Background: an optimization exercise with open tools, aiming at a short achievable clock period and few clock cycles. Do not read the settings as production practice.
At most, simulation tests tie the RTL to the original design; equivalence was not proved.
Only the layout flow was run in run 2; the RTL was not checked for function there.
No activity file was given, so power comes from the tool's default toggle rates.

`flow/design.v`:
```
module zigzag_buffer #(
    parameter int DW = 12
) (
    input  logic              clk,
    input  logic              rst,
    input  logic [DW-1:0]     dcti,
    input  logic              idv,
    input  logic              ordy,
    output logic [DW-1:0]     zzo,
    output logic              odv,
    output logic              osob,
    output logic              ovf
);
    function automatic logic [5:0] zz_addr(input logic [5:0] k);
        case (k)
            6'd0: zz_addr = 6'd0; 6'd1: zz_addr = 6'd1; 6'd2: zz_addr = 6'd8; 6'd3: zz_addr = 6'd16;
            6'd4: zz_addr = 6'd9; 6'd5: zz_addr = 6'd2; 6'd6: zz_addr = 6'd3; 6'd7: zz_addr = 6'd10;
            6'd8: zz_addr = 6'd17; 6'd9: zz_addr = 6'd24; 6'd10: zz_addr = 6'd32; 6'd11: zz_addr = 6'd25;
            6'd12: zz_addr = 6'd18; 6'd13: zz_addr = 6'd11; 6'd14: zz_addr = 6'd4; 6'd15: zz_addr = 6'd5;
            6'd16: zz_addr = 6'd12; 6'd17: zz_addr = 6'd19; 6'd18: zz_addr = 6'd26; 6'd19: zz_addr = 6'd33;
            6'd20: zz_addr = 6'd40; 6'd21: zz_addr = 6'd48; 6'd22: zz_addr = 6'd41; 6'd23: zz_addr = 6'd34;
            6'd24: zz_addr = 6'd27; 6'd25: zz_addr = 6'd20; 6'd26: zz_addr = 6'd13; 6'd27: zz_addr = 6'd6;
            6'd28: zz_addr = 6'd7; 6'd29: zz_addr = 6'd14; 6'd30: zz_addr = 6'd21; 6'd31: zz_addr = 6'd28;
            6'd32: zz_addr = 6'd35; 6'd33: zz_addr = 6'd42; 6'd34: zz_addr = 6'd49; 6'd35: zz_addr = 6'd56;
            6'd36: zz_addr = 6'd57; 6'd37: zz_addr = 6'd50; 6'd38: zz_addr = 6'd43; 6'd39: zz_addr = 6'd36;
            6'd40: zz_addr = 6'd29; 6'd41: zz_addr = 6'd22; 6'd42: zz_addr = 6'd15; 6'd43: zz_addr = 6'd23;
            6'd44: zz_addr = 6'd30; 6'd45: zz_addr = 6'd37; 6'd46: zz_addr = 6'd44; 6'd47: zz_addr = 6'd51;
            6'd48: zz_addr = 6'd58; 6'd49: zz_addr = 6'd59; 6'd50: zz_addr = 6'd52; 6'd51: zz_addr = 6'd45;
            6'd52: zz_addr = 6'd38; 6'd53: zz_addr = 6'd31; 6'd54: zz_addr = 6'd39; 6'd55: zz_addr = 6'd46;
            6'd56: zz_addr = 6'd53; 6'd57: zz_addr = 6'd60; 6'd58: zz_addr = 6'd61; 6'd59: zz_addr = 6'd54;
            6'd60: zz_addr = 6'd47; 6'd61: zz_addr = 6'd55; 6'd62: zz_addr = 6'd62; 6'd63: zz_addr = 6'd63;
            default: zz_addr = 6'd0;
        endcase
    endfunction
    logic [DW-1:0] r_mem [0:127];
    logic [1:0]    r_wblk;
    logic [5:0]    r_wcnt;
    logic          r_ovf;
    logic [DW-1:0] r_d1;
    logic          r_a1;
    logic [6:0]    r_wpos1;
    logic [1:0]    r_relblk;
    logic [1:0]    r_rblk;
    logic [5:0]    r_k;
    logic [5:0]    r_za0;       
    logic [5:0]    r_za1;       
    logic          r_av;        
    logic          r_md1;       
    logic [DW-1:0] r_q;         
    logic [DW-1:0] r_zzo;
    logic          r_odv;
    logic          r_osob;
    logic          r_olast;
    logic          w_room;
    logic          w_acc;
    logic          w_out_adv;
    logic          w_ld_ok;
    logic          w_load;
    logic [1:0]    w_rblk_n;
    logic          w_m0;
    logic          w_m1;
    logic          w_l0;
    logic [DW-1:0] w_rd0;
    logic [DW-1:0] w_rd1;
    assign w_room    = ((r_wblk - r_relblk) != 2'd2) | (r_odv & r_olast & ordy);
    assign w_acc     = idv & w_room;
    assign w_rblk_n  = r_rblk + {1'b0, (r_k == 6'd63)};
    assign w_m0      = ({r_rblk, r_za0} == {r_wblk, r_wcnt});
    assign w_m1      = ({w_rblk_n, r_za1} == {r_wblk, r_wcnt});
    assign w_l0      = (w_rblk_n != r_wblk) | (r_za1 < r_wcnt);
    assign w_out_adv = ~r_odv | ordy;
    assign w_ld_ok   = r_av | (w_acc & w_m0);
    assign w_load    = w_out_adv & w_ld_ok;
    assign w_rd0 = (r_a1 && r_wpos1 == {r_rblk[0], r_za0})  ? r_d1 : r_mem[{r_rblk[0], r_za0}];
    assign w_rd1 = (r_a1 && r_wpos1 == {w_rblk_n[0], r_za1}) ? r_d1 : r_mem[{w_rblk_n[0], r_za1}];
    always_ff @(posedge clk) begin
        if (r_a1) begin
            r_mem[r_wpos1] <= r_d1;
        end
        r_d1  <= dcti;
        r_q   <= w_load ? w_rd1 : w_rd0;
        if (w_out_adv) begin
            r_zzo <= w_m0 ? dcti : (r_md1 ? r_d1 : r_q);
        end
    end
    always_ff @(posedge clk or negedge rst) begin
        if (!rst) begin
            r_wblk   <= 2'd0;
            r_wcnt   <= 6'd0;
            r_ovf    <= 1'b0;
            r_a1     <= 1'b0;
            r_wpos1  <= 7'd0;
            r_relblk <= 2'd0;
            r_rblk   <= 2'd0;
            r_k      <= 6'd0;
            r_za0    <= 6'd0;
            r_za1    <= 6'd1;
            r_av     <= 1'b0;
            r_md1    <= 1'b0;
            r_odv    <= 1'b0;
            r_osob   <= 1'b0;
            r_olast  <= 1'b0;
        end else begin
            r_a1    <= w_acc;
            r_wpos1 <= {r_wblk[0], r_wcnt};
            if (w_acc) begin
                r_wcnt <= r_wcnt + 6'd1;
                if (r_wcnt == 6'd63) begin
                    r_wblk <= r_wblk + 2'd1;
                end
            end else if (idv) begin
                r_ovf <= 1'b1;
            end
            if (r_odv & ordy & r_olast) begin
                r_relblk <= r_relblk + 2'd1;
            end
            if (w_load) begin
                r_k    <= r_k + 6'd1;
                r_rblk <= w_rblk_n;
                r_za0  <= r_za1;
                r_za1  <= zz_addr(r_k + 6'd2);
                r_av   <= w_l0 | (w_acc & w_m1);
                r_md1  <= w_acc & w_m1;
            end else begin
                r_av   <= r_av | (w_acc & w_m0);
                r_md1  <= w_acc & w_m0;
            end
            if (w_out_adv) begin
                r_odv   <= w_ld_ok;
                r_osob  <= w_ld_ok & (r_k == 6'd0);
                r_olast <= w_ld_ok & (r_k == 6'd63);
            end
        end
    end
    assign zzo  = r_zzo;
    assign odv  = r_odv;
    assign osob = r_osob;
    assign ovf  = r_ovf;
endmodule
```
`flow/run.sh`:
```
#!/bin/bash
# synth_recipe.tcl (not shown) runs the flow's synth.tcl, then flattens the netlist and writes it again
# the make line also repeats each setting of config.mk as NAME=value (left out here)
make -C /OpenROAD-flow-scripts/flow DESIGN_CONFIG=/design/flow/config.mk WORK_HOME=/design/flow/orfs CLKGATE_MAP_FILE= SYNTH_SCRIPT=/design/flow/synth_recipe.tcl finish
```
`flow/config.mk`:
```
export PLATFORM = sky130hd
export DESIGN_NAME = zigzag_buffer
export DESIGN_NICKNAME = zigzag_buffer
export VERILOG_FILES = /design/flow/design.v
export SDC_FILE = /design/flow/constraint.sdc
export NUM_CORES = 4
export LEC_CHECK = 0
export CAP_MARGIN = 20
export CORE_MARGIN = 2
export CORE_UTILIZATION = 40
export SLEW_MARGIN = 20
```
`flow/constraint.sdc`:
```
create_clock -name core_clock -period 6.0 [get_ports {clk}]
set_input_delay 1.2000 -clock core_clock [delete_from_list [all_inputs] [get_ports {clk}]]
set_output_delay 1.2000 -clock core_clock [all_outputs]
set_load 0.01 [all_outputs]
```
==> run notes, run 1 <==
- Routability-driven placement congestion ratio: about 1
- Detailed Routing Iterations Pass 1: 6
- Endpoint kind of the worst setup timing path: register
- Estimated wirelength of the detail-placed design: roughly 170000 um
- Ys Warns: 1
- Final Core Density: about 45%
- Hold Vio Cnt, Final: 0
- Mapped Avg Cell Area: 18.1 um2
- Register bit count reported by yosys: approximately 1600
- Number of pins exceeding their max-slew limit in the final report: 0
- H-tree lvl count: 4
- Grt total ovfl: 0
- Portion of the post-synthesis area used by sequential elements: 63.5%
- Number of standard cells in the final layout excluding fillers: 6853
- Placeable Area: 188000 um2
- Critical Path, Cell by Cell: ha_1 > and4_1 > ha_2 > buf_4 > nor2_1 > nand2_1 > o22ai_1 > nor2_1 > nand3_1 > and3_1 > o31ai_1
- Largest net degree at the start of global routing: 118
- Static leakage power: roughly 25 nW
- Synth Net Count: around 4200
- Class of the most critical hold timing path: in2async
- Critical path arrival: 5.37 ns
- Total number of nets in the final design: 4257
- Number of instances in the synthesized netlist: 4188
- Endpoint required time on the critical path: 6.68 ns
- Sink count of the clock tree: between 1500 and 2000
- Reg2reg setup slack: about 1.3 ns
- Largest fanout on the critical path: 25
- Kind of launch point of the worst setup path: register
- RSZ-0062 raised after global routing: false
- Fin crit period: 4.69 ns
- Worst-Margin Slew: 1.27 ns
- I/O pin cnt: 31
- Reg-to-reg critical path startpoint: r_k[0]
- Max capacitance violation total: 0
- Post-DRT Antenna Nets: 0
- Post-synth ARST share: under 10%
- Clock Skew: 0.0422 ns
- DR vias: 46500
- Gates resized, CTS repair: 0
- Number of flops mapped to enable cells by yosys: 1548
- Total standard cell area after synthesis: 75700 um2
- End point of the critical path: r_q[0]
- Clock network latency to the later pin of the worst-skew pair: 0.84 ns
- CP max stage delay: 0.91 ns
- Result of the run: no timing/DRC/antenna violations
- CTS tree: done
- Number of cells traversed by the worst register-to-register path: 11
- Post-detailed-placement cell area: 79300 um2
- Number of placed instances, taps included: 6537
- Dominant cell type by count on the critical path: sky130_fd_sc_hd__nor2_1
- Clock Path Buffers: 3
- DRC violation count after routing: 0
- Starting density of the core: 40.3%
- Num CTS Buffers: 173
- CTS root buf: sky130_fd_sc_hd__clkbuf_16
- Die extent in y: 439 um
- Overall routing resource usage: between 20% and 30%
- Global-route wire length before repair: about 360000 um
- Antenna violations before repair: 8
- Hold Buf Count CTS: 0
- CP max-delay cell: sky130_fd_sc_hd__nor2_1
- Die area: approximately 190000 um2
- Critical path origin: r_k[0]
- Achievable clock frequency: 0.213 GHz
- Via count of the first global-routing pass: 44700
- Number of placement rows: 159
- Clock-pin slew of the registers on the worst-case setup and hold paths: 0.06 ns
- Detailed router's first-iteration violation count: 7587
- Final worst path period share: 78.2%
- Setup tns final: 0 ns
- Area of all placed cells without fillers: 84900 um2
- Rel. slew slack: about 15%
- Power density of the placed cells: 294 nW/um2
- Reg2Reg Capture Point: r_q[0]
- Crit Path Category: reg2reg
- Wire length after detailed routing: roughly 260000 um
- Average via count per standard cell: 6.78
- IR Drop Worst-Case VDD: 0.308 mV
- Ratio of cells with drive above 1 in the final layout: 28.9%
- Final worst hold slack: approximately 0.35 ns
- Synthesis-to-layout area growth: 12.1%
- Number of different library cells in the post-synthesis netlist: between 70 and 80
- Setup violation total in the final timing report: 0
- Post-detailed-route wirelength per cell: 38.3 um
- Die extent in x: 439 um
- Most used flip-flop cell after synthesis: sky130_fd_sc_hd__edfxtp_1
- Count of port buffers added during placement: 30
- Count of buffers added by post-CTS timing repair for setup: 0
[logic make-up (layout without fill, tap and decap cells)]
group                    after synthesis  count (layout)  synth area share (%)
flip-flops                          1616            1616                  63.5
multiplexers                         956             956                  24.3
other                                  0               2                     0
XOR/XNOR                              45              45                 0.521
adder cells (fa/ha/maj)               22              22                 0.364
buffers and inverters                342             510                  2.24
AO/OA/AOI/OAI                        604             604                  5.54
AND/OR/NAND/NOR                      603             603                  3.52
[critical path: cells and delay by family, from the launching register on]
family / cells / cell delay (ns)
AND/OR/NAND/NOR: 6 / 2.26
adder cells (fa/ha/maj): 2 / 0.80
flip-flops: 1 / 0.70
AO/OA/AOI/OAI: 2 / 0.44
buffers and inverters: 1 / 0.29
[state kept, by name, indices dropped and copies added, names as in the netlist, 2 cells and up]
signal	cells
r_mem	1536
r_d1	12
r_q	12
r_zzo	12
r_wpos1	7
r_k	6
r_wcnt	6
r_za0	6
r_za1	6
r_rblk	2
r_relblk	2
r_wblk	2
[power by group]
part	switching, W	leakage [nW]	internal [W]	total [W]
Sequential	0.000324	14.7	0.0126	0.0129
Combinational	0.000974	7.51	0.000365	0.00134
Clock	0.00453	2.69	0.00612	0.0107
Total	0.00583	24.9	0.0191	0.0249
[layer usage]
layer  vias to the layer above  track usage (%)  share of wire [%]  routed length [um]
li1                      17800                -                  -                   -
met1                     24700             37.9                 39              101000
met2                      3291             39.9                 44              116000
met3                       607             7.31                 12               32300
met4                         6             11.2                4.8               12700
met5                         -                0              0.013                  35
[worst min-delay path by stage]
stage	startpoint	end	slack, ns	cells past startpoint
after global routing	rst	r_ovf	0.37	1
final	rst	r_ovf	0.35	1
after CTS	r_ovf	r_ovf	0.46	1
after floorplan	r_wblk[0]	r_wpos1[6]	0.35	0
after global placement	r_ovf	r_ovf	0.44	1
after detailed placement	r_ovf	r_ovf	0.45	1
[cell usage in the layout, fill, tap and decap left out, drive strengths merged, types with 29 or more instances in the layout]
cell	Yosys	layout
mux2i	242	242
a22oi	178	178
o221ai	39	39
clkdlybuf4s50	0	29
nor3	56	56
o21ai	70	70
nand3	56	56
clkbuf	142	212
dfrtp	43	43
a211oi	36	36
mux4	705	705
buf	176	145
nand2	179	179
edfxtp	1548	1548
clkinv	2	76
nor2	217	217
o22ai	62	62
a21oi	95	95
[synthesized netlist by cell type (all sizes together), types with 22 or more instances]
master  count  area, um2
xor2       24        210
mux4      705      15900
dfxtp      24        480
ha         22        275
nor3       56        280
o21ai      70        350
edfxtp   1548      46500
a22oi     178       1340
a21oi      95        475
nor2b      24        150
nand3      56        280
o221ai     39        342
a211oi     36        270
buf       176       1070
dfrtp      43       1080
o22ai      62        388
nor2      217        815
nand2     179        672
clkbuf    142        533
inv        22       82.6
mux2i     242       2420
[stage by stage]
| stage | setup slack [ns] | power (W) |
|---|---|---|
| floorplan | 2.86 | 0.0137 |
| global placement | 1.55 | 0.0144 |
| detailed placement | 1.48 | 0.0145 |
| CTS | 1.42 | 0.0250 |
| global route | 1.32 | 0.0255 |
| finish | 1.31 | 0.0249 |
[area by class of cell]
cell class | count | area (um2)
Antenna cell | 2 | 5.00
Clock buffer | 212 | 4600
Clock inverter | 100 | 933
Fill cell | 16100 | 103000
Inverter | 24 | 91.3
Multi-Input combinational cell | 2230 | 26300
Sequential cell | 1616 | 48100
Tap cell | 2495 | 3120
Timing Repair Buffer | 174 | 1620
Testbench counts, summed over its fixed seeds: cycles 22,808.
==> inputs of run 2 (changes only) <==
--- a/flow/design.v
+++ b/flow/design.v
@@ -41,6 +41,7 @@
     logic [6:0]    r_wpos1;
     logic [1:0]    r_relblk;
     logic [1:0]    r_rblk;
+    logic [1:0]    r_rblk1;     
     logic [5:0]    r_k;
     logic [5:0]    r_za0;       
     logic [5:0]    r_za1;       
@@ -56,7 +57,7 @@
     logic          w_out_adv;
     logic          w_ld_ok;
     logic          w_load;
-    logic [1:0]    w_rblk_n;
+    logic [1:0]    w_rblk2;
     logic          w_m0;
     logic          w_m1;
     logic          w_l0;
@@ -64,15 +65,15 @@
     logic [DW-1:0] w_rd1;
     assign w_room    = ((r_wblk - r_relblk) != 2'd2) | (r_odv & r_olast & ordy);
     assign w_acc     = idv & w_room;
-    assign w_rblk_n  = r_rblk + {1'b0, (r_k == 6'd63)};
+    assign w_rblk2   = r_rblk1 + {1'b0, (r_k == 6'd62)};
     assign w_m0      = ({r_rblk, r_za0} == {r_wblk, r_wcnt});
-    assign w_m1      = ({w_rblk_n, r_za1} == {r_wblk, r_wcnt});
-    assign w_l0      = (w_rblk_n != r_wblk) | (r_za1 < r_wcnt);
+    assign w_m1      = ({r_rblk1, r_za1} == {r_wblk, r_wcnt});
+    assign w_l0      = (r_rblk1 != r_wblk) | (r_za1 < r_wcnt);
     assign w_out_adv = ~r_odv | ordy;
     assign w_ld_ok   = r_av | (w_acc & w_m0);
     assign w_load    = w_out_adv & w_ld_ok;
     assign w_rd0 = (r_a1 && r_wpos1 == {r_rblk[0], r_za0})  ? r_d1 : r_mem[{r_rblk[0], r_za0}];
-    assign w_rd1 = (r_a1 && r_wpos1 == {w_rblk_n[0], r_za1}) ? r_d1 : r_mem[{w_rblk_n[0], r_za1}];
+    assign w_rd1 = (r_a1 && r_wpos1 == {r_rblk1[0], r_za1}) ? r_d1 : r_mem[{r_rblk1[0], r_za1}];
     always_ff @(posedge clk) begin
         if (r_a1) begin
             r_mem[r_wpos1] <= r_d1;
@@ -92,6 +93,7 @@
             r_wpos1  <= 7'd0;
             r_relblk <= 2'd0;
             r_rblk   <= 2'd0;
+            r_rblk1  <= 2'd0;
             r_k      <= 6'd0;
             r_za0    <= 6'd0;
             r_za1    <= 6'd1;
@@ -116,7 +118,8 @@
             end
             if (w_load) begin
                 r_k    <= r_k + 6'd1;
-                r_rblk <= w_rblk_n;
+                r_rblk  <= r_rblk1;
+                r_rblk1 <= w_rblk2;
                 r_za0  <= r_za1;
                 r_za1  <= zz_addr(r_k + 6'd2);
                 r_av   <= w_l0 | (w_acc & w_m1);
--- a/flow/config.mk
+++ b/flow/config.mk
@@ -5,7 +5,10 @@
 export SDC_FILE = /design/flow/constraint.sdc
 export NUM_CORES = 4
 export LEC_CHECK = 0
+export ABC_CLOCK_PERIOD_IN_PS = 2000
 export CAP_MARGIN = 20
 export CORE_MARGIN = 2
 export CORE_UTILIZATION = 40
+export SETUP_SLACK_MARGIN = 3.6
 export SLEW_MARGIN = 20
+export TNS_END_PERCENT = 100
==> run 2 against run 1 <==
  * Still clean
  * Cell area is 8.6% higher
  * Sequential power is essentially flat
  * Synthesized area rose by 0.76%
  * Critical path type unchanged
  * Critical endpoint is now r_q[2]
  * Highest routed layer unchanged
==> run notes, run 2 <==
- Detailed router's first-iteration violation count: 7844
- Die area: around 200000 um2
- Combinational power share: 8.8%
- Overall power: about 0.026 W
- Post-DRT Antenna Nets: 0
- Average via count per standard cell: 6.69
- Hold Vio Cnt, Final: 0
- Sink count of the clock tree: 1618
- CTS tree: done
- H-tree lvl count: 4
- Via count of the first global-routing pass: 45900
- Setup violation total in the final timing report: 0
- IR Drop Worst-Case VDD: 0.274 mV
- Post-detailed-route wirelength per cell: about 39 um
- Die extent in y: between 400 and 500 um
- Detailed Routing Iterations Pass 1: 5
- Ys Warns: 1
- Critical path arrival: 4.10 ns
- Register ranked first by flip-flop count: r_mem
- Dominant cell by count in the synthesized netlist: sky130_fd_sc_hd__edfxtp_1
- Number of cells traversed by the worst register-to-register path: 11
- Number of pins exceeding their max-slew limit in the final report: 0
- Kind of launch point of the worst setup path: register
- Result of the run: no timing/DRC/antenna violations
- Power share of the clock group: 41.5%
- Power density of the placed cells: 283 nW/um2
- Reg-to-reg critical path startpoint: r_za0[0]
- Final Core Density: 48.6%
- DR vias: 47500
- Ratio of cells with drive above 1 in the final layout: roughly two fifths
- Switching share of total power: 25.2%
- Setup tns final: 0 ns
- Placeable Area: approximately 190000 um2
- Mapped Avg Cell Area: roughly 19 um2
- Clock-pin slew of the registers on the worst-case setup and hold paths: around 0.060 ns
- Rel. slew slack: 25.7%
- Fin crit period: roughly 3.4 ns
- Static leakage power: 27.8 nW
- Starting density of the core: 40.2%
- Num CTS Buffers: about 180
- Wire length after detailed routing: 273000 um
- Count of port buffers added during placement: 30
- Max capacitance violation total: 0
- Crit Path Category: reg2reg
- Dominant cell type by area after synthesis: sky130_fd_sc_hd__edfxtp_1
- Clock Skew: 0.0363 ns
- Number of placement rows: 160
- Post-synth ARST share: 2.84%
- Clock network latency to the later pin of the worst-skew pair: 0.85 ns
- Die extent in x: 441 um
- Total number of nets in the final design: approximately 4500
- Largest fanout on the critical path: 7
- Reg2Reg Capture Point: r_q[2]
- Antenna violations before repair: 11
- RSZ-0062 raised after global routing: true
- Power share of the sequential group: 49.7%
- Internal power contribution: approximately 0.020 W
- Number of instances in the synthesized netlist: 4050
- Worst-Margin Slew: 1.11 ns
- Highest-count cells in the layout ignoring fill and taps: sky130_fd_sc_hd__edfxtp_1 (1548), sky130_fd_sc_hd__mux4_2 (756), sky130_fd_sc_hd__buf_4 (249), sky130_fd_sc_hd__mux2i_1 (238), sky130_fd_sc_hd__clkbuf_16 (189)
- Synthesis-to-layout area growth: 20.8%
- Total standard cell area after synthesis: approximately 76000 um2
- Estimated wirelength of the detail-placed design: ~160000 um
- DRC violation count after routing: 0
- Register bit count reported by yosys: 1618
- Overall routing resource usage: 27.8%
- Number of different library cells in the post-synthesis netlist: 71
- Number of standard cells in the final layout excluding fillers: 7101
- CTS root buf: sky130_fd_sc_hd__clkbuf_16
- Reg2reg setup slack: 2.63 ns
- Final worst path period share: 56.1%
- Endpoint kind of the worst setup timing path: register
- Most frequent cells after synthesis: sky130_fd_sc_hd__edfxtp_1 (1548), sky130_fd_sc_hd__mux4_2 (756), sky130_fd_sc_hd__mux2i_1 (257)
- Switching Power: 0.00659 W
- Portion of the post-synthesis area used by sequential elements: 63.1%
- Class of the most critical hold timing path: in2async
- Global-route wire length before repair: 372000 um
- Achievable clock frequency: 0.297 GHz
- Clock Path Buffers: 3
- Grt total ovfl: 0
- Endpoint required time on the critical path: 6.73 ns
- Number of flops mapped to enable cells by yosys: between 1500 and 2000
- Leading post-synthesis cells by cell area: sky130_fd_sc_hd__edfxtp_1 (61%), sky130_fd_sc_hd__mux4_2 (22%), sky130_fd_sc_hd__mux2i_1 (3.4%)
- Most common cell after layout, fill and taps aside: sky130_fd_sc_hd__edfxtp_1
- Number of placed instances, taps included: 6454
- I/O pin cnt: 31
- Flip-flop count of the largest register, all copies and words added: about 1500
- Synth Net Count: 4088
- Most used flip-flop cell after synthesis: sky130_fd_sc_hd__edfxtp_1
- Largest net degree at the start of global routing: 115
- Routability-driven placement congestion ratio: 0.974
- Fraction of post-synthesis cell area in the top cell type by area: between 60% and 70%
## run 2: layout make-up
type | count | area, um2
clock inverters | 110 | 1100
diodes | 4 | 10.0
multi-input cells | 2093 | 27900
flip-flops and latches | 1618 | 48200
repair buffers | 516 | 7010
clock buffers | 215 | 4580
well taps | 2511 | 3140
fillers | 15400 | 97600
inverters | 34 | 143
## run 2: logic make-up (layout without fill, tap and decap cells)
logic type | Yosys count | after routing | share of synthesized area [%]
AOI/OAI and AO/OA | 495 | 495 | 4.52
other | 0 | 4 | 0
and+or+nand+nor | 492 | 496 | 2.90
DFF | 1618 | 1618 | 63.1
xor gates and xnor gates | 46 | 46 | 0.528
muxes | 1034 | 1034 | 26.0
buffers and inverters | 343 | 875 | 2.60
adders and majority gates | 22 | 22 | 0.361
## run 2: timing repair
item	CTS	global route
pin swaps	101	43
resized for setup	405	125
gates cloned	38	13
hold buffers	0	0
endpoints found under the setup margin	1402	353
setup buffers	190	76
endpoints found under the hold margin	0	0
## run 2: worst max-delay path by stage
stage / from / to / slack (ns)
after floorplan: ordy / r_q[9] / 3.23
after global placement: r_za0[0] / r_q[0] / 1.93
after detailed placement: r_za1[0] / r_q[6] / 1.98
after CTS: r_za0[2] / r_q[5] / 2.68
after global routing: r_za1[0] / r_q[9] / 2.67
final: r_za0[0] / r_q[2] / 2.63
## run 2: metrics by stage
step / worst slack [ns] / hold slack, ns / area [um2]
2_1_floorplan: 3.23 / 0.349 / 76500
3_3_place_gp: 1.93 / 0.464 / 79800
3_5_place_dp: 1.98 / 0.465 / 79900
4_1_cts: 2.68 / 0.453 / 90600
5_1_grt: 2.67 / 0.505 / 92100
6_report: 2.63 / 0.465 / 92100
## run 2: layer usage
metal,track usage (%),up-vias,routed length [um]
met5,0.0248,-,43
met4,13.0,6,14600
met3,7.50,596,33800
met2,42.0,3290,125000
met1,37.4,25500,100000
li1,-,18200,-
## run 2: power by group through the flow
stage          clock, W  sequential (W)  combinational, W
6_report         0.0108          0.0130           0.00229
4_1_cts          0.0109          0.0130           0.00212
3_5_place_dp          0          0.0132           0.00185
5_1_grt          0.0114          0.0130           0.00233
3_3_place_gp          0          0.0132           0.00182
2_1_floorplan         0          0.0131          0.000990
## run 2: critical path: stages, from the launching register on
cell and delay, ns:
sky130_fd_sc_hd__dfrtp_4 0.48, sky130_fd_sc_hd__buf_12 0.12, sky130_fd_sc_hd__buf_16 0.15, sky130_fd_sc_hd__buf_4 0.21
sky130_fd_sc_hd__clkbuf_16 0.21, sky130_fd_sc_hd__mux4_2 0.49, sky130_fd_sc_hd__mux4_2 0.55, sky130_fd_sc_hd__nand2_2 0.15
sky130_fd_sc_hd__o21ai_2 0.08, sky130_fd_sc_hd__o211ai_1 0.37, sky130_fd_sc_hd__o221ai_1 0.20, sky130_fd_sc_hd__a21o_1 0.18

port drivers added, routing unchanged:
How much do the figures lean on ideal ports? The routed layouts below were timed once more, with nothing changed but the port constraints. Step 1 (the two cells are an assumption about what drives the block):
set clk [get_ports {clk}]
set_driving_cell -lib_cell sky130_fd_sc_hd__clkbuf_16 $clk
set_driving_cell -lib_cell sky130_fd_sc_hd__buf_2 [delete_from_list [all_inputs] $clk]
Step 2, shift: input delay + t, output delay - t, t = (earliest + latest rising clock arrival at the registers) / 2. This alone moves slack from input paths to output paths. a / b / c = ideal ports / drivers / drivers and shift; a / b = the first two.
run	shift t [ns]	slack for setup (ns)	worst setup path after step 2	clock arrival spread, ns	worst data-port slew with drivers (ns)
run 1	0.918	1.307 / 1.307 / 1.307	register to register	0.043 / 0.044	0.05
run 2	0.925	2.635 / 2.635 / 2.247	input to register	0.039 / 0.039	0.04
After both steps setup and hold are still met in every run listed. The setup slack of run 2, which loses most, moves by 0.000 ns with the drivers and by -0.388 ns with both steps.
